Source: an optimization exercise on an open RTL-to-GDS flow (aim: small area). Production flows keep margins and buffers that such runs may drop. Function was checked by simulation only, so behaviour that the tests miss may differ from the original.

## alu
module alu (
    input  logic        i_clk,
    input  logic        i_rst_n,
    input  logic        i_in_valid,
    input  logic [3:0]  i_inst,
    input  logic [15:0] i_data_a,
    input  logic [15:0] i_data_b,
    output logic        o_busy,
    output logic        o_out_valid,
    output logic [15:0] o_data
);
clock: 11.0 ns
lec_check: 0
abc_area: 1
cap_margin: 20
core_margin: 2
core_utilization: 55
cts_buf_list: sky130_fd_sc_hd__clkbuf_4 sky130_fd_sc_hd__clkbuf_8
gpl_timing_driven: 0
slew_margin: 20
standard.sh (not shown) runs the stock make flow with config.mk's settings and CLKGATE_MAP_FILE= SYNTH_SCRIPT=/design/flow/synth_recipe.tcl, a recipe that flattens the netlist after the stock synthesis.
==> flow/flow/run.sh <==
#!/bin/bash
set -euo pipefail
bash standard.sh "BUFFER_PORTS_ARGS=-buffer_cell sky130_fd_sc_hd__buf_2" finish > flow_make.log 2>&1
Edit:
--- a/flow/config.mk
+++ b/flow/config.mk
@@ -10,4 +10,3 @@
 export CORE_MARGIN = 2
-export CORE_UTILIZATION = 55
-export CTS_BUF_LIST = sky130_fd_sc_hd__clkbuf_4 sky130_fd_sc_hd__clkbuf_8
+export CORE_UTILIZATION = 40
 export GPL_TIMING_DRIVEN = 0
Maximum frequency went down by 0.64%.
Edit:
==> flow/flow/run.sh (replaced) <==
#!/bin/bash
set -euo pipefail
bash standard.sh "BUFFER_PORTS_ARGS=-buffer_cell sky130_fd_sc_hd__buf_2" REMOVE_ABC_BUFFERS=1 finish > flow_make.log 2>&1
--- a/flow/config.mk
+++ b/flow/config.mk
@@ -8,6 +8,7 @@
 export ABC_AREA = 1
-export CAP_MARGIN = 20
+export CAP_MARGIN = 0
 export CORE_MARGIN = 2
-export CORE_UTILIZATION = 40
+export CORE_UTILIZATION = 65
+export CTS_BUF_LIST = sky130_fd_sc_hd__clkbuf_8
 export GPL_TIMING_DRIVEN = 0
-export SLEW_MARGIN = 20
+export SLEW_MARGIN = 0
Outcome: The new run completed without violations. Synthesized area is unchanged. Global-route usage rises by 12 points. Wire length falls by 9.1%. Setup slack is about the same. Sequential share of layout area rises by 1.3 points. Hold slack barely changes. Design area falls by 4.0%.
Edit:
==> flow/flow/run.sh (replaced) <==
#!/bin/bash
set -euo pipefail
bash standard.sh "BUFFER_PORTS_ARGS=-buffer_cell sky130_fd_sc_hd__buf_2" finish > flow_make.log 2>&1
==> flow/config.mk (replaced) <==
export PLATFORM = sky130hd
export DESIGN_NAME = alu
export DESIGN_NICKNAME = alu
export VERILOG_FILES = /design/flow/design.v
export SDC_FILE = /design/flow/constraint.sdc
export NUM_CORES = 4
export LEC_CHECK = 0
export CAP_MARGIN = 20
export CORE_MARGIN = 2
export CORE_UTILIZATION = 40
export GPL_TIMING_DRIVEN = 0
export SLEW_MARGIN = 20
The changed run finished clean. Routed wire length came out higher by 26%. Worst setup slack gets better by 68 ps. Final area came out higher by 14%. Sequential cell count stays the same. Synthesized cell count came out lower by 7.4%. Clock-buffer cell count is unchanged. Die area came out higher by 73%. Core utilization came out lower by 25 points. Via count came out higher by 8.3%.
Edit:
==> flow/flow/run.sh (replaced) <==
#!/bin/bash
set -euo pipefail
bash standard.sh \
  "BUFFER_PORTS_ARGS=-buffer_cell sky130_fd_sc_hd__buf_2" \
  REMOVE_ABC_BUFFERS=1 \
  "CTS_ARGS=-sink_clustering_enable -repair_clock_nets -buf_list sky130_fd_sc_hd__clkbuf_8 -dont_use_dummy_load" \
  finish > flow_make.log 2>&1
--- a/flow/config.mk
+++ b/flow/config.mk
@@ -7,5 +7,7 @@
 export LEC_CHECK = 0
+export ABC_AREA = 1
 export CAP_MARGIN = 20
 export CORE_MARGIN = 2
-export CORE_UTILIZATION = 40
+export CORE_UTILIZATION = 55
+export CTS_BUF_LIST = sky130_fd_sc_hd__clkbuf_8
 export GPL_TIMING_DRIVEN = 0
What happened: The new run went through all stages and came out clean. Wire length went down by 18%. Cell area went down by 13%. Register-to-register slack is better by 90 ps. Global-route usage went up by 6.4 points.
Edit:
--- a/flow/flow/run.sh
+++ b/flow/flow/run.sh
@@ -3,3 +3,3 @@
 bash standard.sh \
-  "BUFFER_PORTS_ARGS=-buffer_cell sky130_fd_sc_hd__buf_2" \
+  "BUFFER_PORTS_ARGS=-buffer_cell sky130_fd_sc_hd__buf_1" \
   REMOVE_ABC_BUFFERS=1 \
--- a/flow/config.mk
+++ b/flow/config.mk
@@ -10,3 +10,3 @@
 export CORE_MARGIN = 2
-export CORE_UTILIZATION = 55
+export CORE_UTILIZATION = 65
 export CTS_BUF_LIST = sky130_fd_sc_hd__clkbuf_8
Effect: Setup slack degrades by 98 ps. Hold slack gets worse by 5.4 ps. Via count is higher by 2.0%.

alu again, from the RTL that the note above started with.
clock: 11.0 ns
lec_check: 0
abc_area: 1
cap_margin: 20
core_margin: 2
core_utilization: 55
cts_buf_list: sky130_fd_sc_hd__clkbuf_8
gpl_timing_driven: 0
slew_margin: 20
==> flow/flow/run.sh <==
#!/bin/bash
set -euo pipefail
bash standard.sh "BUFFER_PORTS_ARGS=-buffer_cell sky130_fd_sc_hd__buf_2" REMOVE_ABC_BUFFERS=1 finish > flow_make.log 2>&1
Edit:
==> flow/flow/run.sh (replaced) <==
#!/bin/bash
set -euo pipefail
bash standard.sh \
  "BUFFER_PORTS_ARGS=-buffer_cell sky130_fd_sc_hd__buf_2" \
  REMOVE_ABC_BUFFERS=1 \
  "CTS_ARGS=-sink_clustering_enable -repair_clock_nets -buf_list sky130_fd_sc_hd__clkbuf_8 -dont_use_dummy_load -sink_clustering_size 40 -sink_clustering_max_diameter 100" \
  finish > flow_make.log 2>&1
The changed run passed the timing, design-rule and antenna checks.
First-iteration DRC count climbs by a little under a tenth.
Clock skew climbs by 0.017 ns.
Sequential share of layout area climbs by 0.43 points.
Die area does not change.
Global-route usage drops by 0.26 points.

==> afterwards: timing with drivers on the ports <==
The results above use ideal ports. As a check the final layouts listed here were re-extracted and re-timed, cells and wires unchanged.
Step 1 sets driving cells, clkbuf_16 on the clock port and buf_2 on the other inputs (assumed; they add their load-dependent delay and slew).
Step 2, shift: input delay + t, output delay - t, t = (earliest + latest rising clock arrival at the registers) / 2. This alone moves slack from input paths to output paths.
Three values: no drivers, after step 1, after step 2; two values: the first two.
run | shift t [ns] | setup slack, ns | worst setup path at the end | worst register clock-pin slew, ns | worst data-port slew with drivers (ns)
the first run of note 1 | 0.512 | 0.299 / 0.275 / 0.275 | input to output | 0.12 / 0.12 | 0.04
the second run of note 1 | 0.481 | 0.231 / 0.213 / 0.213 | input to output | 0.09 / 0.09 | 0.04
the third run of note 1 | 0.515 | 0.233 / 0.213 / 0.213 | input to output | 0.12 / 0.12 | 0.03
the fourth run of note 1 | 0.498 | 0.301 / 0.267 / 0.267 | input to output | 0.08 / 0.08 | 0.05
the fifth run of note 1 | 0.502 | 0.331 / 0.305 / 0.305 | input to output | 0.11 / 0.11 | 0.04
the sixth run of note 1 | 0.506 | 0.233 / 0.211 / 0.211 | input to output | 0.11 / 0.11 | 0.04
the first run of note 2 | 0.512 | 0.314 / 0.288 / 0.288 | input to output | 0.11 / 0.11 | 0.04
the second run of note 2 | 0.502 | 0.331 / 0.305 / 0.305 | input to output | 0.11 / 0.11 | 0.04
After both steps every run listed still meets setup and hold. The setup slack of the fourth run of note 1, which loses most, moves by -0.034 ns with the drivers and by -0.034 ns with both steps.
